Context: an optimization exercise on an open-source flow, tuned for small area, a short achievable clock period and few clock cycles per item. The choices shown serve that exercise and are no tape-out recipe. In this exercise RTL edits were held to simulation tests only and were not proved equivalent to the original.

### flow/run.sh
#!/bin/bash
# Layout flow: the standard flow, except that synthesis leaves adders to the
# generic gate mapping and ABC (no full/half adder cell extraction), so that ABC
# sees whole arithmetic paths when it maps for delay. Registers are unchanged.
set -euo pipefail
bash standard.sh ADDER_MAP_FILE= synth > synth.log 2>&1
bash standard.sh finish > finish.log 2>&1
### standard.sh
#!/bin/bash
# synth_recipe.tcl (not shown) runs the flow's synth.tcl, then flattens the netlist and writes it again
# the make line also repeats each setting of config.mk as NAME=value (left out here)
make -C /OpenROAD-flow-scripts/flow DESIGN_CONFIG=/design/flow/config.mk WORK_HOME=/design/flow/orfs CLKGATE_MAP_FILE= SYNTH_SCRIPT=/design/flow/synth_recipe.tcl "${@:-finish}"
### config.mk
export PLATFORM = sky130hd
export DESIGN_NAME = frame_interval_statistics_top
export DESIGN_NICKNAME = frame_interval_statistics_top
export VERILOG_FILES = /design/flow/design.v
export SDC_FILE = /design/flow/constraint.sdc
export NUM_CORES = 4
export LEC_CHECK = 0
export ABC_AREA = 1
export CAP_MARGIN = 20
export CORE_MARGIN = 2
export CORE_UTILIZATION = 55
export SETUP_SLACK_MARGIN = 3
export SLEW_MARGIN = 20
### constraint.sdc
create_clock -name core_clock -period 10.0 [get_ports {clk_i}]
set_input_delay 2.0000 -clock core_clock [delete_from_list [all_inputs] [get_ports {clk_i}]]
set_output_delay 2.0000 -clock core_clock [all_outputs]
set_load 0.01 [all_outputs]
### design.v
package fis_pkg;
  localparam int unsigned COUNT_BITS_DEF = 16;
  localparam int unsigned DT_BITS_DEF    = 24;
  localparam logic [31:0] WINDOW_US_RESET = 32'd1000000;
  localparam logic [31:0] FPS_STEP        = 32'd62500;
endpackage
import fis_pkg::*;
module fis_lzc #(
  parameter int unsigned W  = 32,
  parameter int unsigned LW = 6
) (
  input  logic [W-1:0]  x_i,
  output logic [LW-1:0] lz_o
);
  always_comb begin
    lz_o = LW'(W);
    for (int i = 0; i < W; i++) begin
      if (x_i[i]) lz_o = LW'(W - 1 - i);
    end
  end
endmodule
module fis_add #(
  parameter int unsigned W    = 32,
  parameter bit          FAST = 1'b1
) (
  input  logic [W-1:0] a_i,
  input  logic [W-1:0] b_i,
  input  logic         c_i,
  output logic [W-1:0] s_o,
  output logic         c_o
);
  logic [W-1:0] g, p, gg;
  always_comb begin
    logic [W-1:0] pp, gn, pn;
    g  = a_i & b_i;
    p  = a_i ^ b_i;
    gg = g;
    gg[0] = g[0] | (p[0] & c_i);
    if (FAST) begin
      pp = p;
      pn = p;
      for (int s = 1; s < W; s = s * 2) begin
        gn = gg;
        pn = pp;
        for (int i = 0; i < W; i++) begin
          if ((i / s) % 2 == 1) begin
            gn[i] = gg[i] | (pp[i] & gg[(i / s) * s - 1]);
            pn[i] = pp[i] & pp[(i / s) * s - 1];
          end
        end
        gg = gn;
        pp = pn;
      end
    end else begin
      for (int i = 1; i < W; i++) gg[i] = g[i] | (p[i] & gg[i-1]);
    end
  end
  if (W > 1) begin : g_s
    assign s_o = p ^ {gg[W-2:0], c_i};
  end else begin : g_s1
    assign s_o = p ^ c_i;
  end
  assign c_o = gg[W-1];
endmodule
import fis_pkg::*;
module frame_interval_statistics_top
#(
  parameter int unsigned COUNT_BITS = COUNT_BITS_DEF,
  parameter int unsigned DT_BITS    = DT_BITS_DEF
) (
  input  logic        clk_i,
  input  logic        rst_ni,
  input  logic        cfg_we_i,
  input  logic [31:0] cfg_wdata_i,
  input  logic        in_valid_i,
  output logic        in_ready_o,
  input  logic [31:0] in_time_us_i,
  output logic        out_valid_o,
  input  logic        out_ready_i,
  output logic [23:0] out_dt_us_o,
  output logic        out_dt_valid_o,
  output logic        out_report_o,
  output logic [15:0] out_interval_cnt_o,
  output logic [31:0] out_elapsed_us_o,
  output logic [31:0] out_fps_q8_o,
  output logic [31:0] out_mean_q8_o,
  output logic [31:0] out_stddev_q8_o,
  output logic [23:0] out_min_dt_us_o,
  output logic [23:0] out_max_dt_us_o
);
  localparam int unsigned K     = 4;             
  localparam int unsigned KM    = 4;             
  localparam int unsigned MCH   = (32 + KM - 1) / KM;   
  localparam int unsigned BW    = MCH * KM;      
  localparam int unsigned FK    = 2;             
  logic [31:0] win_q;
  logic        have_ref_q;
  logic [31:0] prev_q;
  logic [31:0] el_q;
  logic [31:0] wstart_q;
  logic [15:0] n_q;
  logic [31:0] fm_q;           
  logic [31:0] mean_q;
  logic [63:0] m2_q;
  logic        m2sat_q;
  logic [23:0] min_q, max_q;
  logic [23:0] dt_q;
  logic        dtv_q, rep_q, mm_q;
  logic        out_v_q;
  logic        rep_busy_q;
  typedef enum logic [2:0] {D_IDLE, D_DELTA, D_MEAN, D_V0, D_VAR1, D_VAR2, D_VEND} dv_mode_e;
  dv_mode_e    dv_mode_q;
  logic [3:0]  dv_cnt_q;
  logic [15:0] dv_r_q;
  logic [31:0] dv_a_q;
  logic [15:0] dv_d_q;
  logic [17:0] dv_d3_q;        
  logic        dv_neg_q;
  logic [31:0] a_q;
  logic [3:0]  mch_q;          
  logic        fin_q;
  logic [31:0]   m_a_q;
  logic [BW-1:0] m_b_q;
  logic [63:0]   m_p_q;
  logic [3:0]    m_cnt_q;
  logic          m_first_q;
  logic          madd_q;
  logic        f_busy_q;
  logic [4:0]  f_cnt_q;
  logic [31:0] f_r_q;
  logic [31:0] f_q_q;
  logic         s_v_q;
  logic [K-1:0] s_chunk_q;
  logic [32:0]  s_r_q;
  logic [31:0]  s_root_q;
  logic         sd_done_q;
  logic         v_go_q;         
  logic        acc_ok, in_acc;
  logic [31:0] diff, el_new;
  logic [23:0] dt_new;
  logic        el_ge_win, rep_new;
  logic        mult_ok;
  logic        unused_co;
  logic [3:0] m_cnt_d;
  always_comb begin
    if (fin_q)                 m_cnt_d = mch_q;
    else if (m_cnt_q != 4'd0)  m_cnt_d = m_cnt_q - 4'd1;
    else                       m_cnt_d = 4'd0;
  end
  assign mult_ok = fin_q ? (mch_q <= 4'd1) : (m_cnt_q <= 4'd2);
  always_comb begin
    acc_ok = 1'b0;
    if (!out_v_q && !rep_busy_q) begin
      if (dv_mode_q == D_IDLE) acc_ok = 1'b1;
      else if (dv_mode_q == D_MEAN && dv_cnt_q <= 4'd1 && mult_ok) acc_ok = 1'b1;
    end
  end
  assign in_ready_o = acc_ok;
  assign in_acc     = in_valid_i && acc_ok;
  logic diff_co, el_co;
  fis_add #(.W(32)) u_diff (.a_i(in_time_us_i), .b_i(~prev_q), .c_i(1'b1), .s_o(diff), .c_o(diff_co));
  fis_add #(.W(32)) u_el   (.a_i(in_time_us_i), .b_i(~wstart_q), .c_i(1'b1), .s_o(el_new), .c_o(el_co));
  logic [31:0] ws_win;
  logic        ws_win_co;
  logic [33:0] el_cmp_b;
  logic        el_cmp_co;
  fis_add #(.W(32)) u_wsw  (.a_i(wstart_q), .b_i(win_q), .c_i(1'b0), .s_o(ws_win), .c_o(ws_win_co));
  fis_add #(.W(34)) u_elc  (.a_i({2'b0, in_time_us_i}), .b_i(~{1'b0, ws_win_co, ws_win}), .c_i(1'b1),
                            .s_o(el_cmp_b), .c_o(el_cmp_co));
  assign el_ge_win = el_co ? !el_cmp_b[33] : el_cmp_b[32];
  assign dt_new  = (diff[31:24] != 8'd0) ? 24'hFF_FFFF : diff[23:0];
  assign rep_new = el_ge_win || (n_q == 16'hFFFE);
  logic [15:0] n_inc;
  logic        n_inc_co;
  fis_add #(.W(16), .FAST(1'b0)) u_ninc (.a_i(n_q), .b_i(16'd0), .c_i(1'b1), .s_o(n_inc), .c_o(n_inc_co));
  logic [31:0] fm_inc;
  logic        fm_inc_co;
  fis_add #(.W(32), .FAST(1'b0)) u_fm (.a_i(fm_q), .b_i(FPS_STEP), .c_i(1'b0), .s_o(fm_inc), .c_o(fm_inc_co));
  logic [23:0] mn_s, mx_s;
  logic        dt_ge_min, max_ge_dt;
  fis_add #(.W(24), .FAST(1'b0)) u_mn (.a_i(dt_q), .b_i(~min_q), .c_i(1'b1), .s_o(mn_s), .c_o(dt_ge_min));
  fis_add #(.W(24), .FAST(1'b0)) u_mx (.a_i(max_q), .b_i(~dt_q), .c_i(1'b1), .s_o(mx_s), .c_o(max_ge_dt));
  logic [32:0] cs_x, cs_m, cs_y, cs_s, cs_c;
  logic        cs_e;
  logic [32:0] d;
  logic        d_co;
  logic        d_neg;
  logic [31:0] a_ones, a_abs;
  logic        a_co;
  logic [5:0]  lz_a, lzs;
  assign cs_x = {1'b0, dt_q, 8'd0};
  assign cs_m = ~{1'b0, mean_q};
  assign cs_y = fin_q ? (dv_neg_q ? {1'b0, dv_a_q} : ~{1'b0, dv_a_q}) : 33'd0;
  assign cs_e = fin_q && !dv_neg_q;
  assign cs_s = cs_x ^ cs_m ^ cs_y;
  assign cs_c = {((cs_x[31:0] & cs_m[31:0]) | (cs_x[31:0] & cs_y[31:0]) | (cs_m[31:0] & cs_y[31:0])), 1'b1};
  fis_add #(.W(33)) u_d (.a_i(cs_s), .b_i(cs_c), .c_i(cs_e), .s_o(d), .c_o(d_co));
  assign d_neg  = d[32];
  assign a_ones = d[31:0] ^ {32{d_neg}};
  fis_add #(.W(32)) u_abs (.a_i(a_ones), .b_i(32'd0), .c_i(d_neg), .s_o(a_abs), .c_o(a_co));
  fis_lzc #(.W(32), .LW(6)) u_lz_a (.x_i(a_ones), .lz_o(lz_a));
  assign lzs = (d_neg && lz_a != 6'd0) ? lz_a - 6'd1 : lz_a;
  logic [63:0] m2_eff;
  logic [15:0] nm1;
  logic        nm1_co;
  logic [5:0]  lz_v;
  assign m2_eff = m2sat_q ? 64'hFFFF_FFFF_FFFF_FFFF : m2_q;
  fis_add #(.W(16), .FAST(1'b0)) u_nm1 (.a_i(n_q), .b_i(16'hFFFF), .c_i(1'b0), .s_o(nm1), .c_o(nm1_co));
  fis_lzc #(.W(32), .LW(6)) u_lz_v (.x_i(m2_eff[63:32]), .lz_o(lz_v));
  logic [15:0] vsat_s;
  logic        vsat;
  fis_add #(.W(16), .FAST(1'b0)) u_vsat (.a_i({8'd0, m2_eff[63:56]}), .b_i(~nm1), .c_i(1'b1),
                                         .s_o(vsat_s), .c_o(vsat));
  logic        is_var;
  logic [15:0] div_src_n;
  logic [4:0]  lz_n;
  logic [31:0] sh_src;
  logic [5:0]  sh_lz;
  logic [6:0]  sh_w;
  logic [3:0]  sh_cyc;
  logic [79:0] sh_full;
  logic [47:0] sh_out;
  assign is_var    = (dv_mode_q == D_V0);
  assign div_src_n = is_var ? nm1 : n_q;
  fis_lzc #(.W(16), .LW(5)) u_lz_n (.x_i(div_src_n), .lz_o(lz_n));
  assign sh_src = is_var ? m2_eff[63:32] : a_abs;
  assign sh_lz  = is_var ? lz_v : lzs;
  assign sh_w   = 7'd17 + 7'(K - 1) + {2'b0, lz_n} - {1'b0, sh_lz};
  assign sh_cyc = sh_w[6] ? 4'd0 : 4'(sh_w[5:0] / 6'(K));
  assign sh_full = {16'd0, sh_src, 32'd0} >> (sh_cyc * K);
  assign sh_out  = sh_full[47:0];
  logic [5:0] a_bl;
  logic [3:0] a_mch;
  assign a_bl  = 6'd32 - lzs;
  assign a_mch = 4'((a_bl + 6'(KM - 1)) / 6'(KM));
  logic [15:0]  st_r [K/2+1];
  logic [31:0]  st_a [K/2+1];
  logic [K-1:0] st_q;
  assign st_r[0] = dv_r_q;
  assign st_a[0] = dv_a_q;
  for (genvar i = 0; i < K/2; i++) begin : g_dv
    logic [17:0] t, u1, u2, u3;
    logic        ge1, ge2, ge3;
    logic [1:0]  qd;
    assign t = {st_r[i], st_a[i][31:30]};
    fis_add #(.W(18)) u_s1 (.a_i(t), .b_i(~{2'b0, dv_d_q}), .c_i(1'b1), .s_o(u1), .c_o(ge1));
    fis_add #(.W(18)) u_s2 (.a_i(t), .b_i(~{1'b0, dv_d_q, 1'b0}), .c_i(1'b1), .s_o(u2), .c_o(ge2));
    fis_add #(.W(18)) u_s3 (.a_i(t), .b_i(~dv_d3_q), .c_i(1'b1), .s_o(u3), .c_o(ge3));
    assign qd = ge3 ? 2'd3 : ge2 ? 2'd2 : ge1 ? 2'd1 : 2'd0;
    assign st_r[i+1] = ge3 ? u3[15:0] : ge2 ? u2[15:0] : ge1 ? u1[15:0] : t[15:0];
    assign st_a[i+1] = {st_a[i][29:0], qd};
    assign st_q[K-1-2*i -: 2] = qd;
  end
  logic [17:0] d3_new;
  logic        d3_co;
  fis_add #(.W(18), .FAST(1'b0)) u_d3 (.a_i({2'b0, div_src_n}), .b_i({1'b0, div_src_n, 1'b0}), .c_i(1'b0),
                                       .s_o(d3_new), .c_o(d3_co));
  logic dv_step_ok;
  assign dv_step_ok = (dv_cnt_q != 4'd1) || mult_ok;
  logic [31:0]   q_fin, mean_fin, b_fin;
  logic          mean_co, b_co;
  logic [BW-1:0] b_sh;
  assign q_fin = dv_a_q;
  fis_add #(.W(32)) u_mean (.a_i(mean_q), .b_i(q_fin ^ {32{dv_neg_q}}), .c_i(dv_neg_q),
                            .s_o(mean_fin), .c_o(mean_co));
  fis_add #(.W(32)) u_b (.a_i(a_q), .b_i(~q_fin), .c_i(1'b1), .s_o(b_fin), .c_o(b_co));
  assign b_sh = BW'(b_fin) << (KM * (MCH - mch_q));
  logic [KM-1:0] m_chunk;
  logic [63:0]   m_ops [KM+1];
  logic [63:0]   m_cs_s, m_cs_c, m_p_next;
  logic          m_p_co;
  assign m_chunk = m_b_q[BW-1 -: KM];
  assign m_ops[0] = m_first_q ? 64'd0 : (m_p_q << KM);
  for (genvar i = 0; i < KM; i++) begin : g_pp
    assign m_ops[i+1] = m_chunk[i] ? (64'(m_a_q) << i) : 64'd0;
  end
  always_comb begin
    logic [63:0] s, c, x;
    s = m_ops[0];
    c = m_ops[1];
    for (int i = 2; i <= KM; i++) begin
      x = m_ops[i];
      {s, c} = {s ^ c ^ x, ((s & c) | (s & x) | (c & x)) << 1};
    end
    m_cs_s = s;
    m_cs_c = c;
  end
  fis_add #(.W(64)) u_mp (.a_i(m_cs_s), .b_i(m_cs_c), .c_i(1'b0), .s_o(m_p_next), .c_o(m_p_co));
  logic [63:0] m2_sum;
  logic        m2_co;
  fis_add #(.W(64)) u_m2 (.a_i(m2_q), .b_i({8'd0, m_p_q[63:8]}), .c_i(1'b0), .s_o(m2_sum), .c_o(m2_co));
  logic [31:0] fr [FK+1];
  logic [31:0] fq [FK+1];
  assign fr[0] = f_r_q;
  assign fq[0] = f_q_q;
  for (genvar i = 0; i < FK; i++) begin : g_fps
    logic [32:0] t, u;
    logic        ge;
    assign t = {fr[i], fq[i][31]};
    fis_add #(.W(33)) u_sub (.a_i(t), .b_i(~{1'b0, el_q}), .c_i(1'b1), .s_o(u), .c_o(ge));
    assign fr[i+1] = ge ? u[31:0] : t[31:0];
    assign fq[i+1] = {fq[i][30:0], ge};
  end
  logic [31:0] fsat_s;
  logic        fsat;
  fis_add #(.W(32), .FAST(1'b0)) u_fsat (.a_i({20'd0, fm_q[31:20]}), .b_i(~el_q), .c_i(1'b1),
                                         .s_o(fsat_s), .c_o(fsat));
  logic [32:0] sr [K/2+1];
  logic [31:0] so [K/2+1];
  assign sr[0] = s_r_q;
  assign so[0] = s_root_q;
  for (genvar i = 0; i < K/2; i++) begin : g_sq
    logic [34:0] t, u;
    logic        ge;
    assign t = {sr[i], s_chunk_q[K-1-2*i -: 2]};
    fis_add #(.W(35)) u_sub (.a_i(t), .b_i(~{1'b0, so[i], 2'b01}), .c_i(1'b1), .s_o(u), .c_o(ge));
    assign sr[i+1] = ge ? u[32:0] : t[32:0];
    assign so[i+1] = {so[i][30:0], ge};
  end
  logic out_xfer;
  assign out_xfer = out_v_q && out_ready_i;
  always_ff @(posedge clk_i or negedge rst_ni) begin
    if (!rst_ni) begin
      win_q      <= WINDOW_US_RESET;
      have_ref_q <= 1'b0;
      n_q        <= '0;
      fm_q       <= '0;
      mean_q     <= '0;
      m2_q       <= '0;
      m2sat_q    <= 1'b0;
      min_q      <= '1;
      max_q      <= '0;
      mm_q       <= 1'b0;
      out_v_q    <= 1'b0;
      rep_busy_q <= 1'b0;
      dv_mode_q  <= D_IDLE;
      dv_cnt_q   <= '0;
      fin_q      <= 1'b0;
      m_cnt_q    <= '0;
      m_first_q  <= 1'b0;
      madd_q     <= 1'b0;
      f_busy_q   <= 1'b0;
      f_cnt_q    <= '0;
      s_v_q      <= 1'b0;
      sd_done_q  <= 1'b0;
      v_go_q     <= 1'b0;
    end else begin
      if (cfg_we_i) win_q <= cfg_wdata_i;
      if (out_xfer) begin
        out_v_q <= 1'b0;
        if (rep_q) begin
          rep_busy_q <= 1'b0;
          v_go_q     <= 1'b0;
          wstart_q   <= prev_q;
          n_q        <= '0;
          fm_q       <= '0;
          mean_q     <= '0;
          m2_q       <= '0;
          m2sat_q    <= 1'b0;
          min_q      <= '1;
          max_q      <= '0;
        end
      end
      mm_q <= 1'b0;
      if (in_acc) begin
        prev_q <= in_time_us_i;
        if (!have_ref_q) begin
          have_ref_q <= 1'b1;
          wstart_q   <= in_time_us_i;
          dt_q       <= '0;
          dtv_q      <= 1'b0;
          rep_q      <= 1'b0;
          out_v_q    <= 1'b1;
        end else begin
          dt_q    <= dt_new;
          dtv_q   <= 1'b1;
          rep_q   <= rep_new;
          el_q    <= el_new;
          n_q     <= n_inc;
          fm_q    <= fm_inc;
          mm_q    <= 1'b1;
          if (rep_new) rep_busy_q <= 1'b1;
          else         out_v_q    <= 1'b1;
        end
      end
      if (mm_q) begin
        if (!dt_ge_min) min_q <= dt_q;
        if (!max_ge_dt) max_q <= dt_q;
      end
      fin_q <= 1'b0;
      if (fin_q) begin
        mean_q    <= mean_fin;
        m_a_q     <= a_q;
        m_b_q     <= b_sh;
        m_first_q <= 1'b1;
      end
      madd_q  <= 1'b0;
      m_cnt_q <= m_cnt_d;
      if (m_cnt_q != 4'd0) begin
        m_p_q <= m_p_next;
        if (m_cnt_q == 4'd1) madd_q <= 1'b1;
        if (!fin_q) begin
          m_b_q     <= m_b_q << KM;
          m_first_q <= 1'b0;
        end
      end
      if (madd_q) begin
        m2_q <= m2_sum;
        if (m2_co) m2sat_q <= 1'b1;
      end
      case (dv_mode_q)
        D_IDLE: begin
          if (rep_busy_q && !fin_q && m_cnt_q == 4'd0 && !madd_q && !v_go_q) begin
            v_go_q <= 1'b1;
            if (n_q >= 16'd2) begin
              dv_mode_q <= D_V0;
            end else begin
              s_root_q  <= '0;
              sd_done_q <= 1'b1;
            end
          end
        end
        D_DELTA: begin
          dv_neg_q <= d_neg;
          a_q      <= a_abs;
          dv_d_q   <= n_q;
          dv_d3_q  <= d3_new;
          mch_q    <= (n_q == 16'd1) ? 4'd0 : a_mch;
          dv_r_q   <= sh_out[47:32];
          if (n_q == 16'd1) begin
            dv_a_q   <= a_abs;
            dv_cnt_q <= '0;
          end else begin
            dv_a_q   <= sh_out[31:0];
            dv_cnt_q <= sh_cyc;
          end
          if ((n_q == 16'd1 || sh_cyc == 4'd0) && mult_ok) begin
            fin_q     <= 1'b1;
            dv_mode_q <= D_IDLE;
          end else begin
            dv_mode_q <= D_MEAN;
          end
        end
        D_MEAN: begin
          if (dv_cnt_q == 4'd0) begin
            if (mult_ok) begin
              fin_q     <= 1'b1;
              dv_mode_q <= D_IDLE;
            end
          end else if (dv_step_ok) begin
            dv_r_q   <= st_r[K/2];
            dv_a_q   <= st_a[K/2];
            dv_cnt_q <= dv_cnt_q - 4'd1;
            if (dv_cnt_q == 4'd1) begin
              fin_q     <= 1'b1;
              dv_mode_q <= D_IDLE;
            end
          end
        end
        D_V0: begin
          dv_d_q   <= nm1;
          dv_d3_q  <= d3_new;
          s_r_q    <= '0;
          s_root_q <= '0;
          if (vsat) begin
            s_root_q  <= '1;
            sd_done_q <= 1'b1;
            dv_mode_q <= D_IDLE;
          end else if (sh_cyc == 4'd0) begin
            dv_r_q    <= sh_out[47:32];
            dv_a_q    <= m2_eff[31:0];
            dv_cnt_q  <= 4'(32 / K);
            dv_mode_q <= D_VAR2;
          end else begin
            dv_r_q    <= sh_out[47:32];
            dv_a_q    <= sh_out[31:0];
            dv_cnt_q  <= sh_cyc;
            dv_mode_q <= D_VAR1;
          end
        end
        D_VAR1: begin
          dv_r_q   <= st_r[K/2];
          dv_cnt_q <= dv_cnt_q - 4'd1;
          if (dv_cnt_q == 4'd1) begin
            dv_a_q    <= m2_eff[31:0];
            dv_cnt_q  <= 4'(32 / K);
            dv_mode_q <= D_VAR2;
          end else begin
            dv_a_q    <= st_a[K/2];
          end
        end
        D_VAR2: begin
          dv_r_q   <= st_r[K/2];
          dv_a_q   <= st_a[K/2];
          dv_cnt_q <= dv_cnt_q - 4'd1;
          if (dv_cnt_q == 4'd1) begin
            dv_cnt_q  <= 4'(8 / K);
            dv_mode_q <= D_VEND;
          end
        end
        D_VEND: begin
          dv_cnt_q <= dv_cnt_q - 4'd1;
          if (dv_cnt_q == 4'd1) begin
            dv_mode_q <= D_IDLE;
          end
        end
        default: dv_mode_q <= D_IDLE;
      endcase
      if (in_acc && have_ref_q) dv_mode_q <= D_DELTA;
      s_v_q     <= (dv_mode_q == D_VAR1) || (dv_mode_q == D_VAR2) || (dv_mode_q == D_VEND);
      s_chunk_q <= (dv_mode_q == D_VEND) ? '0 : st_q;
      if (s_v_q) begin
        s_r_q    <= sr[K/2];
        s_root_q <= so[K/2];
        if (dv_mode_q == D_IDLE) sd_done_q <= 1'b1;
      end
      if (dv_mode_q == D_DELTA && rep_q) begin
        if (el_q == 32'd0 || fsat) begin
          f_q_q <= '1;
        end else begin
          f_busy_q <= 1'b1;
          f_cnt_q  <= 5'(32 / FK - 1);
          f_r_q    <= {20'd0, fm_q[31:20]};
          f_q_q    <= {fm_q[19:0], 12'd0};
        end
      end else if (f_busy_q) begin
        f_r_q   <= fr[FK];
        f_q_q   <= fq[FK];
        f_cnt_q <= f_cnt_q - 5'd1;
        if (f_cnt_q == 5'd0) f_busy_q <= 1'b0;
      end
      if (rep_busy_q && sd_done_q && !f_busy_q && !out_v_q) begin
        out_v_q   <= 1'b1;
        sd_done_q <= 1'b0;
      end
    end
  end
  assign out_valid_o        = out_v_q;
  assign out_dt_us_o        = dt_q;
  assign out_dt_valid_o     = dtv_q;
  assign out_report_o       = rep_q;
  assign out_interval_cnt_o = rep_q ? n_q : '0;
  assign out_elapsed_us_o   = rep_q ? el_q : '0;
  assign out_fps_q8_o       = rep_q ? f_q_q : '0;
  assign out_mean_q8_o      = rep_q ? mean_q : '0;
  assign out_stddev_q8_o    = rep_q ? s_root_q : '0;
  assign out_min_dt_us_o    = rep_q ? min_q : '0;
  assign out_max_dt_us_o    = rep_q ? max_q : '0;
endmodule
==> results of run 1 <==
through the flow:
stage | worst slack, ns | utilization, %
floorplan | 3.15 | -
global placement | 1.43 | 58.8
finish | 2.79 | 66.1
CTS | 3.00 | 62.5
global route | 2.36 | 66.1
detailed placement | 1.19 | 58.8
cell usage after synthesis (all sizes together) (8+ instances only):
| master | instances |
|---|---|
| a211oi | 14 |
| a21boi | 21 |
| a21o | 8 |
| a21oi | 511 |
| a221oi | 11 |
| a22oi | 12 |
| a31oi | 65 |
| buf | 87 |
| clkbuf | 205 |
| dfrtp | 221 |
| dfstp | 31 |
| edfxtp | 501 |
| inv | 1958 |
| maj3 | 9 |
| mux2 | 27 |
| nand2 | 2823 |
| nand3 | 581 |
| nand3b | 24 |
| nand4 | 62 |
| nor2 | 1558 |
| nor3 | 100 |
| nor4 | 32 |
| o211ai | 72 |
| o21a | 22 |
| o21ai | 701 |
| o21bai | 29 |
| o221ai | 62 |
| o22ai | 96 |
| o31ai | 22 |
| o32ai | 20 |
| or2 | 80 |
| xnor2 | 200 |
| xor2 | 350 |
cell families (layout without fill, tap and decap cells):
kind of cell,count (synthesis),in the layout,synth area share (%)
simple gates,5280,5284,32.5
buf+inv,2257,2757,13.4
compound gates,1705,1705,14.6
flops,753,753,31.6
xor+xnor,550,550,7.27
mux,28,28,0.465
fa+ha+maj,9,9,0.133
sequential cells by signal (all words and copies together) (netlist names), 32 cells and up:
register and flops:
wstart_q 32, m_a_q 32, f_r_q 32, s_root_q 32, win_q 32, dv_a_q 32, el_q 32, mean_q 32
a_q 32, fm_q 32, m2_q 64, m_p_q 64, prev_q 32, s_r_q 33, m_b_q 32, f_q_q 32
path summary, 6_finish.rpt:
path,from,to,cells after the start
setup / recovery,dv_neg_q$_DFFE_PP_,dv_a_q[6]$_DFFE_PP_,51
hold / removal,m_cnt_q[2]$_DFF_PN0_,madd_q$_DFF_PN0_,1
setup reg to reg,dv_neg_q$_DFFE_PP_,dv_a_q[6]$_DFFE_PP_,51
hold reg to reg,m_cnt_q[2]$_DFF_PN0_,madd_q$_DFF_PN0_,1
max in group asynchronous,rst_ni,win_q[30]$_DFFE_PN0P_,3
min in group asynchronous,rst_ni,m2_q[43]$_DFFE_PN0P_,1
routing by layer:
layer,track usage [%],wire (um),vias to the layer above
li1,-,-,34400
met1,51.5,102000,33500
met2,58.1,108000,3404
met3,6.55,24800,572
met4,15.1,11400,10
met5,0,63,-
layout make-up:
class	count	area [sq um]	area share, %
Timing Repair inverter	3	35.0	0.0435
Inverter	1965	7520	9.33
Clock buffer	126	2590	3.22
Tap cell	1625	2030	2.52
Multi-Input combinational cell	7576	40300	50.1
Clock inverter	44	470	0.584
Timing Repair Buffer	619	6150	7.64
Sequential cell	753	21400	26.6
critical path, delay by kind of cell, from the launching register on:
kind            cells  cell delay, ns
xor+xnor            2            0.48
simple gates       29            3.51
buf+inv            11            1.44
compound gates      9            1.14
flops               1            0.50
what timing repair did:
item / CTS / global route
setup endpoints to repair: 180 / 201
setup buffers: 71 / 150
pin swaps: 25 / 198
cloned: 8 / 13
resized for setup: 151 / 691
==> reports/results.tsv, run 1 <==
metric	value	unit
setup_viol	0	
wl_per_cell	19.4	um
dp_hpwl	182	mm
yosys-top-cells-area	edfxtp_1 22%, nand2_1 15%, inv_1 11%	
slew_viol_final	0	
area_delta_synth_final	19.2	%
syn_nets	10700	
synth_area	0.0676	sq mm
drive_gt1_share	12.3	%
io-pin-count	289	
maxCapViolCount	0	
status	timing/DRC/antenna clean	
ys_seq_elements	753	
start_util	55.5	%
grtUsageTotal	37.3	%
grt_pass1_wl	367	mm
timing.final.crit_period	7.21	ns
antenna_found_initial	17	
start_kind	flop	
critPathKind	reg -> reg	
gp_congestion	1.02	
final_cell_mix	2598 x nand2_1, 1889 x inv_1, 1476 x nor2_1	
route.detailed.drc	0	
grt_pass1_vias	64700	
critical-path-max-stage-delay	0.50	ns
row_count	128	
grt_setup_unrepaired	yes	
ys_seq_area_share	31.6	%
fill_cells	10900	
slowest_stage	edfxtp_1	
crit_path_end_kind	flop	
postRouteAntennaNets	0	
hold_ws	0.477	ns
htreeDepth	3	
async_reset_ff_share	33.5	%
cpMostUsedCell	nand2_1	
cp_max_fo	7	
core	0.122	sq mm
drt_wl_total	247	mm
cts_tree	yes	
synthDistinctLibCells	87	
diodes	0	
dr.first_iter.drc_count	8213	
viasPerCell	5.65	
period_share	72.1	%
max-clock-path-buffers	3	
final_cell_area	0.0806	sq mm
syn_inst	10600	
synth_ff_type	edfxtp_1	
dpl.cell_count	12300	
via_count	71900	
clock_sinks	753	
tightest_slew	1.25	ns
arrival	7.79	ns
clock_skew	0.0392	ns
yosys.area.top_type	edfxtp_1	
clk_pin_slew_worst_paths	0.06	ns
synth-warning-count	20	
reg2reg_slack	2.79	ns
clkLatencyLatePin	0.74	ns
hold_class	reg -> reg	
hold_viol_final	0	
placed_area	0.0717	sq mm
grt-ovfl-total	0	
ctsHoldBuffers	0	
relSlewSlack	16.1	%
cts_inserted_buffers	90	
synth_edf_count	501	
required	10.58	ns
final_nets	11100	
finalSetupTns	0	ns
die_h	355	um
dr.pass1.iters	6	
postSynthAreaPerCell	6.39	sq um
grt_max_degree	129	
io_buffers	288	
cts_root_buf	clkbuf_16	
stdcell_count	12700	
max_freq	0.139	GHz
final_common_cell	nand2_1	
dieArea	0.126	sq mm
fp.dieW	355	um
netlist.area_leader.share	22.3	%
Testbench counts, summed over its fixed seeds: cycles 69,082, items 12,000.
==> run 2: changes to the inputs <==
--- a/design.v
+++ b/design.v
@@ -197,8 +197,19 @@
   fis_add #(.W(33)) u_d (.a_i(cs_s), .b_i(cs_c), .c_i(cs_e), .s_o(d), .c_o(d_co));
   assign d_neg  = d[32];
-  assign a_ones = d[31:0] ^ {32{d_neg}};
-  fis_add #(.W(32)) u_abs (.a_i(a_ones), .b_i(32'd0), .c_i(d_neg), .s_o(a_abs), .c_o(a_co));
-  fis_lzc #(.W(32), .LW(6)) u_lz_a (.x_i(a_ones), .lz_o(lz_a));
-  assign lzs = (d_neg && lz_a != 6'd0) ? lz_a - 6'd1 : lz_a;
+  logic [32:0] ns_y, ns_s, ns_c, nd;
+  logic        ns_e, nd_co;
+  logic [5:0]  lz_p, lz_m;
+  assign ns_y = fin_q ? (dv_neg_q ? ~{1'b0, dv_a_q} : {1'b0, dv_a_q}) : 33'd0;
+  assign ns_e = fin_q && dv_neg_q;
+  assign ns_s = ~cs_m ^ ~cs_x ^ ns_y;
+  assign ns_c = {((~cs_m[31:0] & ~cs_x[31:0]) | (~cs_m[31:0] & ns_y[31:0]) | (~cs_x[31:0] & ns_y[31:0])), 1'b1};
+  fis_add #(.W(33)) u_nd (.a_i(ns_s), .b_i(ns_c), .c_i(ns_e), .s_o(nd), .c_o(nd_co));
+  assign a_ones = d[31:0];
+  assign a_abs  = d_neg ? nd[31:0] : d[31:0];
+  assign a_co   = 1'b0;
+  fis_lzc #(.W(32), .LW(6)) u_lz_p (.x_i(d[31:0]), .lz_o(lz_p));
+  fis_lzc #(.W(32), .LW(6)) u_lz_m (.x_i(nd[31:0]), .lz_o(lz_m));
+  assign lz_a = d_neg ? lz_m : lz_p;
+  assign lzs = lz_a;
   logic [63:0] m2_eff;
   logic [15:0] nm1;
==> run 2 against run 1 <==
  * Area after synthesis grew 3.6%
  * First-iteration DRC count grew 5.0%
  * Critical endpoint is now dv_a_q[1]$_DFFE_PP_
  * Critical path depth shrank 10
  * Wire length shrank 0.76%
  * Utilization shrank 3.5 points
  * Hold slack gained 0.0078 ns
  * Final area shrank 2.2%
  * Still clean on timing, DRC and antenna
  * Final cell count grew 5.2%
==> reports/results.tsv, run 2 <==
metric	value	unit	change
hold_class	reg -> reg		
io_buffers	288		unchanged
critical-path-max-stage-delay	0.60	ns	+0.10 ns
fill_cells	12000		+10%
ys_seq_elements	753		unchanged
multi_input_area	0.0402	sq mm	-0.30%
setup_viol	0		unchanged
required	10.47	ns	-0.11 ns
synth_area	0.0700	sq mm	+3.6%
fin_util	62.6	%	-3.5 points
critPathKind	reg -> reg		
timing.final.crit_period	6.70	ns	-0.512 ns
relSlewSlack	22.0	%	+6.0 points
status	timing/DRC/antenna clean		
async_reset_ff_share	33.5	%	unchanged
wl_per_cell	18.3	um	-5.7%
grt_max_degree	117		-9.3%
cp_max_fo	12		+5
cpMostUsedCell	nand2_1		
dr_wl_met3	24.6	mm	-1.0%
cp_top_family	simple AND/OR/NAND/NOR gates		
synth_most_common_cell	nand2_1		
stdcell_count	13400		+5.2%
grt_setup_unrepaired	no		
fp.dieW	361	um	+1.7%
cts_tree	yes		
tightest_slew	1.16	ns	-0.0970 ns
io-pin-count	289		unchanged
viasPerCell	5.59		-1.2%
synth-warning-count	20		unchanged
slowest_stage	edfxtp_1		
ctsHoldBuffers	0		unchanged
htreeDepth	3		unchanged
via_count	74700		+4.0%
die_h	361	um	+1.7%
area.sequential	0.0214	sq mm	about the same
clkLatencyLatePin	0.73	ns	about the same
final_cell_area	0.0788	sq mm	-2.2%
period_share	67.0	%	-5.1 points
postRouteAntennaNets	0		unchanged
final_nets	11700		+5.7%
syn_inst	11400		+7.8%
placed_area	0.0744	sq mm	+3.7%
antenna_found_initial	9		-8
reg2reg_slack	3.30	ns	+0.51 ns
dr.pass1.iters	6		unchanged
drt_wl_total	245	mm	-0.76%
crit_path_end_kind	flop		
start_kind	flop		
start_util	55.6	%	+0.14 points
grt_pass1_wl	375	mm	+2.2%
route.detailed.drc	0		unchanged
wl_met2	107	mm	-1.2%
reg_top3	m2_q (64), m_p_q (64), s_r_q (33)		
dr.first_iter.drc_count	8626		+5.0%
clock_skew	0.0369	ns	-0.00234 ns
slew_viol_final	0		unchanged
wl_met1	102	mm	-0.11%
max-clock-path-buffers	3		unchanged
dpl.cell_count	13100		+6.8%
synthDistinctLibCells	78		-10%
synth_ff_type	edfxtp_1		
syn_nets	11500		+7.7%
grt-ovfl-total	0		unchanged
finalSetupTns	0	ns	unchanged
maxCapViolCount	0		unchanged
synth_edf_count	501		unchanged
clock_sinks	753		unchanged
gp_congestion	1.00		-2.1%
hold_viol_final	0		unchanged
dp_hpwl	183	mm	+0.45%
final_common_cell	nand2_1		
cts_inserted_buffers	91		+1.1%
area_delta_synth_final	12.5	%	
cts_root_buf	clkbuf_16		
arrival	7.17	ns	-0.62 ns
max_freq	0.149	GHz	+7.6%
drive_gt1_share	5.67	%	-6.7 points
row_count	130		+1.6%
netlist.area_leader.share	21.5	%	-0.77 points
yosys-top-cells-area	edfxtp_1 21%, nand2_1 18%, inv_1 11%		
synth_commonest_cells	3269 x nand2_1, 2004 x inv_1, 1657 x nor2_1		
path_buf_inv	4		-7
grt_pass1_vias	68200		+5.3%
dieArea	0.130	sq mm	+3.5%
postSynthAreaPerCell	6.14	sq um	-3.9%
final_cell_mix	3256 x nand2_1, 2000 x inv_1, 1645 x nor2_1		
topRoutingLayerUsed	met5		
core	0.126	sq mm	+3.3%
ys_seq_area_share	30.6	%	-1.1 points
clk_pin_slew_worst_paths	0.07	ns	about the same
grtUsageTotal	36.2	%	-1.1 points
yosys.area.top_type	edfxtp_1		
[run 2: changes by cell type in the layout (fill, tap and decap cells not counted), sizes merged, moves of 17 or more]
cell / previous run / this run
a31oi: 65 / 88
clkbuf: 137 / 116
o221ai: 62 / 43
xor2: 350 / 395
xnor2: 200 / 183
nand2: 2826 / 3294
o21ai: 701 / 810
or2: 80 / 102
buf: 321 / 139
inv: 1950 / 2030
nor2: 1559 / 1693
[run 2: area by class of cell]
class	count	area share (%)
Multi-Input combinational cell	8322	51.1
Antenna cell	6	0.0191
Clock buffer	114	3.16
Sequential cell	753	27.2
Inverter	2042	9.81
Timing Repair inverter	1	0.0111
Clock inverter	57	0.925
Tap cell	1650	2.62
Timing Repair Buffer	427	5.22
[run 2: worst min-delay path, stage by stage, from the launching register on]
cell and delay, ns:
dfrtp_1 0.36, nand2_1 0.06, inv_1 0.04
[run 2: cell families (layout without fill, tap and decap cells)]
kind of cell | Yosys count | count (layout) | share of synthesized area (%)
simple gates | 5900 | 5913 | 34.2
buf+inv | 2343 | 2641 | 12.9
compound gates | 1793 | 1794 | 14.5
flops | 753 | 753 | 30.6
xor+xnor | 578 | 578 | 7.35
mux | 32 | 32 | 0.511
fa+ha+maj | 5 | 5 | 0.0733
other cells | 0 | 6 | 0
[run 2: repair_timing]
item	4_1_cts	5_1_grt
pin swaps	5	15
buffers inserted	0	46
gates cloned	6	10
gates resized for setup	19	117
setup endpoints to repair	139	162
[run 2: final timing paths]
kind / start / endpoint / cells after the start
worst max-delay path: dv_a_q[20]$_DFFE_PP_ / dv_a_q[1]$_DFFE_PP_ / 41
worst min-delay path: fm_q[0]$_DFFE_PN0N_ / fm_q[0]$_DFFE_PN0N_ / 2
worst max register to register: dv_a_q[20]$_DFFE_PP_ / dv_a_q[1]$_DFFE_PP_ / 41
worst min register to register: fm_q[0]$_DFFE_PN0N_ / fm_q[0]$_DFFE_PN0N_ / 2
max in group asynchronous: rst_ni / m2_q[50]$_DFFE_PN0P_ / 3
min in group asynchronous: rst_ni / mean_q[8]$_DFFE_PN0P_ / 1
[run 2: per-layer routing]
layer	up-vias	GRT usage [%]
li1	36500	-
met1	34400	48.8
met2	3373	56.8
met3	506	7.10
met4	8	15.0
met5	-	0
[run 2: per-stage QoR]
| stage | hold slack [ns] | worst slack [ns] |
|---|---|---|
| final | 0.485 | 3.30 |
| after floorplan | 0.423 | 3.78 |
| after global routing | 0.501 | 2.94 |
| after detailed placement | 0.471 | 2.17 |
| after CTS | 0.488 | 3.01 |
| after global placement | 0.452 | 2.36 |
Testbench counts of run 2, summed over its fixed seeds: cycles 67,693, items 12,000.
==> run 3: changes to the inputs <==
--- a/design.v
+++ b/design.v
@@ -524,5 +524,8 @@
         s_r_q    <= sr[K/2];
         s_root_q <= so[K/2];
-        if (dv_mode_q == D_IDLE) sd_done_q <= 1'b1;
+        if (dv_mode_q == D_IDLE) begin
+          if (!f_busy_q) out_v_q   <= 1'b1;
+          else           sd_done_q <= 1'b1;
+        end
       end
       if (dv_mode_q == D_DELTA && rep_q) begin
==> run 3 against run 2 <==
  * Critical path type unchanged
  * Utilization decreased by 0.51 points
  * Highest routed layer unchanged
  * Final cell count increased by 0.27%
  * Worst setup slack improved by 0.039 ns
  * Still clean on timing, DRC and antenna
  * Critical path depth increased by 2
  * Area after synthesis increased by 0.37%
==> reports/results.tsv, run 3 <==
metric	value	unit	change
synth_edf_count	501		unchanged
cts_root_buf	clkbuf_16		
viasPerCell	5.64		+1.0%
crit_path_end_kind	flop		
gp_congestion	1.05		+4.5%
final_nets	11700		+0.19%
dieArea	0.131	sq mm	+0.36%
reg_top3	m2_q (64), m_p_q (64), s_r_q (33)		
syn_inst	11400		+0.20%
wl_per_cell	18.6	um	+1.3%
cpMostUsedCell	nand2_1		
status	timing/DRC/antenna clean		
htreeDepth	3		unchanged
finalSetupTns	0	ns	unchanged
critical-path-max-stage-delay	0.66	ns	+0.06 ns
max_freq	0.150	GHz	+0.59%
synth_commonest_cells	3299 x nand2_1, 1955 x inv_1, 1577 x nor2_1		
synth-warning-count	20		unchanged
synth_ff_type	edfxtp_1		
required	10.47	ns	about the same
synth_most_common_cell	nand2_1		
route.detailed.drc	0		unchanged
io_buffers	288		unchanged
yosys.area.top_type	edfxtp_1		
core	0.127	sq mm	+1.0%
drive_gt1_share	5.86	%	+0.19 points
ys_seq_area_share	30.4	%	-0.11 points
final_common_cell	nand2_1		
relSlewSlack	17.2	%	-4.9 points
synthDistinctLibCells	82		+5.1%
start_util	55.2	%	-0.36 points
clock_sinks	753		unchanged
synth_area	0.0703	sq mm	+0.37%
grtUsageTotal	36.8	%	+0.54 points
maxCapViolCount	0		unchanged
ctsHoldBuffers	0		unchanged
clk_pin_slew_worst_paths	0.06	ns	about the same
netlist.area_leader.share	21.4	%	-0.079 points
dr.first_iter.drc_count	8130		-5.8%
postRouteAntennaNets	0		unchanged
fp.dieW	361	um	+0.18%
hold_viol_final	0		unchanged
timing.final.crit_period	6.66	ns	-0.0391 ns
setup_viol	0		unchanged
dp_hpwl	187	mm	+2.2%
max-clock-path-buffers	3		unchanged
io-pin-count	289		unchanged
cp_max_fo	16		+4
grt-ovfl-total	0		unchanged
period_share	66.6	%	-0.39 points
start_kind	flop		
drt_wl_total	249	mm	+1.5%
fill_cells	12100		+1.4%
clock_skew	0.0384	ns	+0.00154 ns
die_h	361	um	+0.18%
slew_viol_final	0		unchanged
antenna_found_initial	10		+1
grt_setup_unrepaired	yes		
critPathKind	reg -> reg		
grt_pass1_vias	69300		+1.7%
hold_class	reg -> reg		
yosys-top-cells-area	edfxtp_1 21%, nand2_1 18%, inv_1 10%		
grt_pass1_wl	381	mm	+1.7%
grt_max_degree	89		-24%
cts_inserted_buffers	92		+1.1%
reg2reg_slack	3.34	ns	+0.04 ns
final_cell_mix	3282 x nand2_1, 1943 x inv_1, 1563 x nor2_1		
postSynthAreaPerCell	6.15	sq um	+0.17%
clkLatencyLatePin	0.74	ns	about the same
area_delta_synth_final	12.4	%	
cts_tree	yes		
slowest_stage	edfxtp_1		
arrival	7.13	ns	-0.04 ns
syn_nets	11500		+0.20%
row_count	131		+0.77%
tightest_slew	1.23	ns	+0.0725 ns
via_count	75700		+1.3%
ys_seq_elements	753		unchanged
async_reset_ff_share	33.5	%	unchanged
dr.pass1.iters	10		+4
-- run 3: routing by layer --
| metal | vias to the layer above | global-route usage [%] | share of wire (%) |
|---|---|---|---|
| met1 | 34900 | 49.5 | 42 |
| met3 | 556 | 7.32 | 10 |
| met5 | - | 0 | 0.016 |
| li1 | 36700 | - | - |
| met4 | 6 | 14.7 | 4.2 |
| met2 | 3471 | 57.9 | 44 |
-- run 3: cell type report --
cell class | count | area, sq um | area share [%]
clock buffers | 124 | 2650 | 3.36
diodes | 6 | 15.0 | 0.0190
clock inverters | 50 | 666 | 0.843
repair buffers | 429 | 4140 | 5.24
inverters | 2005 | 7590 | 9.62
multi-input cells | 8379 | 40400 | 51.2
flip-flops and latches | 753 | 21400 | 27.1
well taps | 1662 | 2080 | 2.63
-- run 3: logic make-up after synthesis --
family                     count (synthesis)  share of synthesized area [%]
AOI/OAI and AO/OA                       1788                           14.5
xor gates and xnor gates                 536                           6.76
adders and majority gates                  3                         0.0427
buffers and inverters                   2305                           12.9
DFF                                      753                           30.4
muxes                                     30                          0.477
and+or+nand+nor                         6012                           34.9
-- run 3: path summary, 6_finish.rpt --
check,start,end,cells past startpoint
setup / recovery,dv_a_q[0]$_DFFE_PP_,dv_r_q[10]$_DFFE_PP_,43
min in group asynchronous,rst_ni,max_q[7]$_DFF_PN0_,1
setup reg to reg,dv_a_q[0]$_DFFE_PP_,dv_r_q[10]$_DFFE_PP_,43
max in group asynchronous,rst_ni,m2_q[49]$_DFFE_PN0P_,3
hold reg to reg,m_cnt_q[1]$_DFF_PN0_,madd_q$_DFF_PN0_,1
hold / removal,m_cnt_q[1]$_DFF_PN0_,madd_q$_DFF_PN0_,1
-- run 3: metrics by stage --
| step | worst slack [ns] | cell area (sq um) | utilization [%] | std cells | hold WS, ns |
|---|---|---|---|---|---|
| floorplan | 3.93 | 70300 | - | 11400 | 0.423 |
| global placement | 2.28 | 74400 | 58.5 | 13200 | 0.455 |
| detailed placement | 2.11 | 74400 | 58.5 | 13200 | 0.455 |
| CTS | 2.99 | 77900 | 61.3 | 13300 | 0.465 |
| global route | 2.91 | 78900 | 62.1 | 13400 | 0.485 |
| finish | 3.34 | 78900 | 62.1 | 13400 | 0.474 |
-- run 3: critical path, delay by kind of cell (launching register included) --
kind	cells	cell delay, ns
AND/OR/NAND/NOR	38	4.78
flip-flops	1	0.66
buffers and inverters	3	0.49
AO/OA/AOI/OAI	1	0.24
XOR/XNOR	1	0.24
-- run 3: repair_timing --
action                     CTS  global route
resized for setup           22           122
gates cloned                 5             6
setup endpoints to repair   94           155
pin swaps                    4            15
buffers inserted             6            49
Testbench counts of run 3, summed over its fixed seeds: cycles 67,280, items 12,000.
==> run 4: changes to the inputs <==
--- a/config.mk
+++ b/config.mk
@@ -10,4 +10,4 @@
 export CORE_MARGIN = 2
 export CORE_UTILIZATION = 55
-export SETUP_SLACK_MARGIN = 3
+export SETUP_SLACK_MARGIN = 3.6
 export SLEW_MARGIN = 20
==> run 4 against run 3 <==
  * Still clean
  * Wire length increased by 2.9%
  * Critical path depth up 2
  * Utilization grew 2.1 points
  * Area after synthesis stayed put
  * Count of clock-buffer cells in the layout did not move
  * Register-to-register slack better by 0.39 ns
  * Global-route usage is 0.38 points higher
  * Critical path type unchanged
  * Largest cell class unchanged
==> reports/results.tsv, run 4 <==
metric	value	unit	change
status	timing/DRC/antenna clean		
cts_root_buf	clkbuf_16		
grtUsageTotal	37.1	%	+0.38 points
drive_gt1_share	8.99	%	+3.1 points
fill_cells	11900		-2.0%
slew_viol_final	0		unchanged
drt_wl_total	256	mm	+2.9%
dr.first_iter.drc_count	8665		+6.6%
synth_commonest_cells	3299 x nand2_1, 1955 x inv_1, 1577 x nor2_1		
ys_seq_area_share	30.4	%	unchanged
die_h	361	um	unchanged
ys_seq_elements	753		unchanged
grt_pass1_vias	69800		+0.68%
synth_most_common_cell	nand2_1		
yosys-top-cells-area	edfxtp_1 21%, nand2_1 18%, inv_1 10%		
final_nets	11900		+1.1%
grt-ovfl-total	0		unchanged
synth_edf_count	501		unchanged
critPathKind	reg -> reg		
dr.pass1.iters	13		+3
synthDistinctLibCells	82		unchanged
gp_congestion	1.05		unchanged
grt_setup_unrepaired	yes		
period_share	62.7	%	-3.9 points
final_common_cell	nand2_1		
yosys.area.top_type	edfxtp_1		
cts_inserted_buffers	92		unchanged
postRouteAntennaNets	0		unchanged
arrival	6.74	ns	-0.39 ns
netlist.area_leader.share	21.4	%	unchanged
row_count	131		unchanged
cp_max_fo	21		+5
r2r_start	dv_neg_q$_DFFE_PP_		
r2r_cells	45		+4.7%
synth_ff_type	edfxtp_1		
io-pin-count	289		unchanged
syn_nets	11500		unchanged
timing.final.crit_period	6.27	ns	-0.391 ns
start_kind	flop		
synth_area	0.0703	sq mm	unchanged
final_cell_area	0.0815	sq mm	+3.3%
clk_pin_slew_worst_paths	0.06	ns	about the same
antenna_found_initial	11		+1
grt_pass1_wl	384	mm	+0.90%
route.detailed.drc	0		unchanged
max_freq	0.160	GHz	+6.2%
grt_max_degree	89		unchanged
async_reset_ff_share	33.5	%	unchanged
htreeDepth	3		unchanged
crit_path_end_kind	flop		
fp.dieW	361	um	unchanged
reg_top3	m2_q (64), m_p_q (64), s_r_q (33)		
io_buffers	288		unchanged
final_cell_mix	3212 x nand2_1, 1924 x inv_1, 1520 x nor2_1		
holdCritStartpoint	m_cnt_q[2]$_DFF_PN0_		
reg2reg_slack	3.73	ns	+0.39 ns
clock_sinks	753		unchanged
r2r_end	dv_a_q[6]$_DFFE_PP_		
hold_class	reg -> reg		
core	0.127	sq mm	unchanged
cts_tree	yes		
ctsHoldBuffers	0		unchanged
tightest_slew	1.23	ns	-0.00448 ns
holdPathEnd	madd_q$_DFF_PN0_		
via_count	77100		+1.8%
critical-path-max-stage-delay	0.52	ns	-0.14 ns
syn_inst	11400		unchanged
required	10.47	ns	about the same
start_util	55.2	%	unchanged
dp_hpwl	187	mm	unchanged
clock_skew	0.0377	ns	-0.000684 ns
max-clock-path-buffers	3		unchanged
clkLatencyLatePin	0.74	ns	about the same
relSlewSlack	17.5	%	+0.30 points
wl_per_cell	18.9	um	+1.9%
placed_area	0.0744	sq mm	unchanged
maxCapViolCount	0		unchanged
cpMostUsedCell	nand2_1		
hold_viol_final	0		unchanged
setup_viol	0		unchanged
slowest_stage	edfxtp_1		
synth-warning-count	20		unchanged
viasPerCell	5.69		+0.83%
setup_ws	3.73	ns	+0.391 ns
area_delta_synth_final	16.1	%	
dpl_worst_slack	2.11	ns	unchanged
finalSetupTns	0	ns	unchanged
postSynthAreaPerCell	6.15	sq um	unchanged
holdPathStages	1		unchanged
dieArea	0.131	sq mm	unchanged
run 4: changes by cell type in the layout (fill, tap and decap cells not counted), sizes merged, moves of 2 or more:
cell / delta
clkbuf: +4
clkinvlp: +2
nand3: +7
nand2: +3
buf: +116
run 4: kinds of logic after synthesis:
group,share of synthesized area (%)
xor gates and xnor gates,6.76
buffers and inverters,12.9
adders and majority gates,0.0427
AOI/OAI and AO/OA,14.5
DFF,30.4
muxes,0.477
and+or+nand+nor,34.9
run 4: final cells by class:
| type | instances | area (sq um) | area share (%) |
|---|---|---|---|
| timing repair buffer | 549 | 5290 | 6.49 |
| multi-input combinational | 8391 | 41800 | 51.3 |
| tap | 1662 | 2080 | 2.55 |
| antenna | 7 | 17.5 | 0.0215 |
| timing repair inverter | 1 | 11.3 | 0.0138 |
| clock inverter | 50 | 666 | 0.816 |
| inverter | 2005 | 7640 | 9.37 |
| clock buffer | 124 | 2650 | 3.25 |
| sequential | 753 | 21400 | 26.2 |
run 4: how the worst max path moves through the flow:
stage / startpoint / end / slack [ns]
finish: dv_neg_q$_DFFE_PP_ / dv_a_q[6]$_DFFE_PP_ / 3.73
global route: dv_neg_q$_DFFE_PP_ / dv_a_q[28]$_DFFE_PP_ / 3.42
CTS: m_first_q$_DFF_PN0_ / m_p_q[56]$_DFFE_PP_ / 3.61
detailed placement: dv_neg_q$_DFFE_PP_ / dv_a_q[6]$_DFFE_PP_ / 2.11
global placement: dv_neg_q$_DFFE_PP_ / dv_a_q[4]$_DFFE_PP_ / 2.28
floorplan: in_time_us_i[1] / dt_q[21]$_SDFFCE_PN0P_ / 3.93
run 4: critical path, delay by kind of cell, from the launching register on:
kind,cells,cell delay [ns]
flip-flops,1,0.52
buffers and inverters,7,1.01
AND/OR/NAND/NOR,33,3.66
AO/OA/AOI/OAI,4,0.64
XOR/XNOR,1,0.18
run 4: metal layers:
layer / wire length, um / global-route usage (%) / part of all wire [%]
met1: 104000 / 49.7 / 41
met2: 112000 / 58.6 / 44
met3: 27700 / 7.69 / 11
met4: 11800 / 14.9 / 4.6
met5: 205 / 0.555 / 0.080
run 4: per-stage QoR:
step	utilization (%)	instances	hold slack (ns)
2_1_floorplan	-	11400	0.423
3_3_place_gp	58.5	13200	0.455
3_5_place_dp	58.5	13200	0.455
4_1_cts	61.8	13400	0.465
5_1_grt	64.1	13500	0.485
6_report	64.1	13500	0.475
run 4: timing repair:
| action | 4_1_cts | 5_1_grt |
|---|---|---|
| endpoints found under the hold margin | 0 | 0 |
| pin swaps | 14 | 88 |
| gates resized for setup | 114 | 400 |
| endpoints found under the setup margin | 157 | 177 |
| cloned | 11 | 17 |
| setup buffers | 34 | 137 |
==> run 5: changes to the inputs <==
--- a/config.mk
+++ b/config.mk
@@ -10,4 +10,4 @@
 export CORE_MARGIN = 2
 export CORE_UTILIZATION = 55
-export SETUP_SLACK_MARGIN = 3.6
+export SETUP_SLACK_MARGIN = 4.2
 export SLEW_MARGIN = 20
==> run 5 against run 4 <==
  * Still clean
  * Wire length is 6.9% higher
  * Via count grew 3.7%
  * Die area did not move
  * Clock skew rose by 0.012 ns
  * Maximum frequency is 1.1% higher
  * Global-route usage up 1.5 points
  * Count of clock-buffer cells in the layout grew 17
  * Critical path type unchanged
  * Highest routed layer unchanged
==> reports/results.tsv, run 5 <==
metric	value	unit	change
status	timing/DRC/antenna clean		
tightest_slew	1.36	ns	+0.139 ns
drive_gt1_share	15.6	%	+6.6 points
gp_congestion	1.05		unchanged
hold_class	reg -> reg		
via_count	80000		+3.7%
critical-path-max-stage-delay	0.56	ns	+0.04 ns
finalSetupTns	0	ns	unchanged
syn_nets	11500		unchanged
cp_max_fo	7		-67%
placed_area	0.0744	sq mm	about the same
grt-ovfl-total	0		unchanged
slowest_stage	edfxtp_1		
area_delta_synth_final	24.7	%	
fp.dieW	361	um	unchanged
die_h	361	um	unchanged
drt_wl_total	274	mm	+6.9%
clkLatencyLatePin	0.75	ns	about the same
required	10.48	ns	about the same
yosys.area.top_type	edfxtp_1		
yosys-top-cells-area	edfxtp_1 21%, nand2_1 18%, inv_1 10%		
reg_top3	m2_q (64), m_p_q (64), s_r_q (33)		
multi_input_area	0.0452	sq mm	+8.1%
wl_met2	118	mm	+5.5%
final_common_cell	nand2_1		
io_buffers	288		unchanged
reg2reg_slack	3.80	ns	+0.07 ns
holdCritStartpoint	fm_q[1]$_DFFE_PN0N_		
max_freq	0.161	GHz	+1.1%
cpMostUsedCell	nand2_2		
area.sequential	0.0214	sq mm	about the same
async_reset_ff_share	33.5	%	unchanged
postSynthAreaPerCell	6.15	sq um	unchanged
synth_most_common_cell	nand2_1		
synth_edf_count	501		unchanged
cts_inserted_buffers	92		unchanged
ys_seq_elements	753		unchanged
postRouteAntennaNets	0		unchanged
crit_path_end_kind	flop		
htreeDepth	3		unchanged
wl_met1	107	mm	+2.8%
r2r_start	dv_a_q[11]$_DFFE_PP_		
netlist.area_leader.share	21.4	%	unchanged
core	0.127	sq mm	unchanged
timing.final.crit_period	6.20	ns	-0.0712 ns
max-clock-path-buffers	3		unchanged
arrival	6.68	ns	-0.06 ns
holdPathEnd	fm_q[1]$_DFFE_PN0N_		
dp_hpwl	187	mm	-0.35%
grt_pass1_wl	398	mm	+3.5%
relSlewSlack	9.05	%	-8.4 points
viasPerCell	5.79		+1.7%
final_cell_area	0.0876	sq mm	+7.4%
grt_setup_unrepaired	yes		
dr.first_iter.drc_count	9760		+13%
synthDistinctLibCells	82		unchanged
cts_tree	yes		
final_nets	12100		+2.3%
row_count	131		unchanged
topRoutingLayerUsed	met5		
dieArea	0.131	sq mm	unchanged
cts_root_buf	clkbuf_16		
hold_viol_final	0		unchanged
period_share	62.0	%	-0.71 points
route.detailed.drc	0		unchanged
final_cell_mix	3006 x nand2_1, 1899 x inv_1, 1447 x nor2_1		
start_kind	flop		
fill_cells	11000		-7.2%
holdPathStages	2		+1
wl_per_cell	19.8	um	+4.8%
synth_area	0.0703	sq mm	unchanged
r2r_cells	48		+6.7%
setup_viol	0		unchanged
io-pin-count	289		unchanged
critPathKind	reg -> reg		
synth_commonest_cells	3299 x nand2_1, 1955 x inv_1, 1577 x nor2_1		
synth_ff_type	edfxtp_1		
start_util	55.2	%	unchanged
syn_inst	11400		unchanged
clk_pin_slew_worst_paths	0.06	ns	about the same
clock_sinks	753		unchanged
r2r_end	dv_a_q[0]$_DFFE_PP_		
ys_seq_area_share	30.4	%	unchanged
grt_pass1_vias	71400		+2.4%
dr_wl_met3	33.2	mm	+20%
antenna_found_initial	17		+6
clock_skew	0.0500	ns	+0.0123 ns
slew_viol_final	0		unchanged
dr.pass1.iters	13		unchanged
grt_max_degree	116		+30%
maxCapViolCount	0		unchanged
synth-warning-count	20		unchanged
grtUsageTotal	38.7	%	+1.5 points
==> run 5: cell counts after synthesis <==
No cell type changed its count.
==> run 5: timing repair <==
item	CTS	global route
buffers inserted	186	230
endpoints found under the setup margin	197	219
endpoints found under the hold margin	0	0
gates resized for setup	481	958
hold buffers	0	0
cloned	37	26
pin swaps	113	335
==> run 5: cell type report <==
cell class              instances  area share, %
multi-input cells            8406           51.6
clock buffers                 141           3.12
repair buffers                804           9.13
well taps                    1662           2.37
flip-flops and latches        753           24.4
diodes                          8         0.0228
inverters                    2005           8.81
repair inverters                7          0.129
clock inverters                33          0.423
==> run 5: how the worst max path moves through the flow <==
stage	start	slack [ns]	end	depth (start not counted)
floorplan	in_time_us_i[1]	4.20	dt_q[21]$_SDFFCE_PN0P_	28
global placement	el_q[1]$_DFFE_PP_	2.40	f_r_q[14]$_SDFFCE_PP0P_	33
detailed placement	el_q[1]$_DFFE_PP_	2.23	f_r_q[14]$_SDFFCE_PP0P_	35
CTS	dv_neg_q$_DFFE_PP_	4.18	dv_a_q[1]$_DFFE_PP_	51
global route	dv_neg_q$_DFFE_PP_	3.48	dv_a_q[13]$_DFFE_PP_	46
finish	dv_a_q[11]$_DFFE_PP_	3.80	dv_a_q[0]$_DFFE_PP_	48
==> run 5: worst max-delay path: cells and delay by family (launching register included) <==
kind	cells	cell delay, ns
AOI/OAI and AO/OA	2	0.41
buffers and inverters	12	1.42
and+or+nand+nor	34	3.52
DFF	1	0.56
==> run 5: kinds of logic (layout without fill, tap and decap cells) <==
kind of cell	after synthesis	in the layout	share of synthesized area [%]
AND/OR/NAND/NOR	6012	6048	34.9
buffers and inverters	2305	2990	12.9
AO/OA/AOI/OAI	1788	1789	14.5
flip-flops	753	753	30.4
XOR/XNOR	536	536	6.76
multiplexers	30	30	0.477
adder cells (fa/ha/maj)	3	3	0.0427
other	0	8	0
==> run 5: layer usage <==
layer | vias up | GRT usage (%)
li1 | 37600 | -
met1 | 37000 | 51.1
met2 | 4293 | 60.4
met3 | 1011 | 8.98
met4 | 28 | 16.8
met5 | - | 0.592
==> run 5: stage by stage <==
stage	std cells	hold WS, ns	setup slack (ns)	utilization (%)
floorplan	11400	0.423	4.20	-
global placement	13200	0.453	2.40	58.5
detailed placement	13200	0.455	2.23	58.5
CTS	13600	0.470	4.18	64.0
global route	13800	0.506	3.48	68.9
finish	13800	0.467	3.80	68.9

==> afterwards: timing with drivers on the ports <==
The results above use ideal ports. As a check the final layouts listed here were re-extracted and re-timed, cells and wires unchanged.
Step 1, drivers: a clkbuf_16 drives clk_i and a buf_2 each remaining input, both assumed.
Step 2 times the ports against the registers' clock, not the clock port: input delays grow and output delays shrink by t, the midpoint of the rising clock arrivals with the driver on.
Slacks: no drivers / after step 1 / after step 2; pairs: no drivers / after step 1.
run | t, ns | setup slack, ns | worst setup path after step 2
run 1 | 0.796 | 2.789 / 2.789 / 2.681 | input to register
run 2 | 0.793 | 3.301 / 3.301 / 2.688 | input to register
run 3 | 0.811 | 3.340 / 3.340 / 2.783 | input to register
run 4 | 0.806 | 3.731 / 3.731 / 3.148 | input to register
run 5 | 0.810 | 3.803 / 3.803 / 3.689 | input to register
After both steps every run listed still meets setup and hold. The setup slack of run 2, which loses most, moves by 0.000 ns with the drivers and by -0.613 ns with both steps.
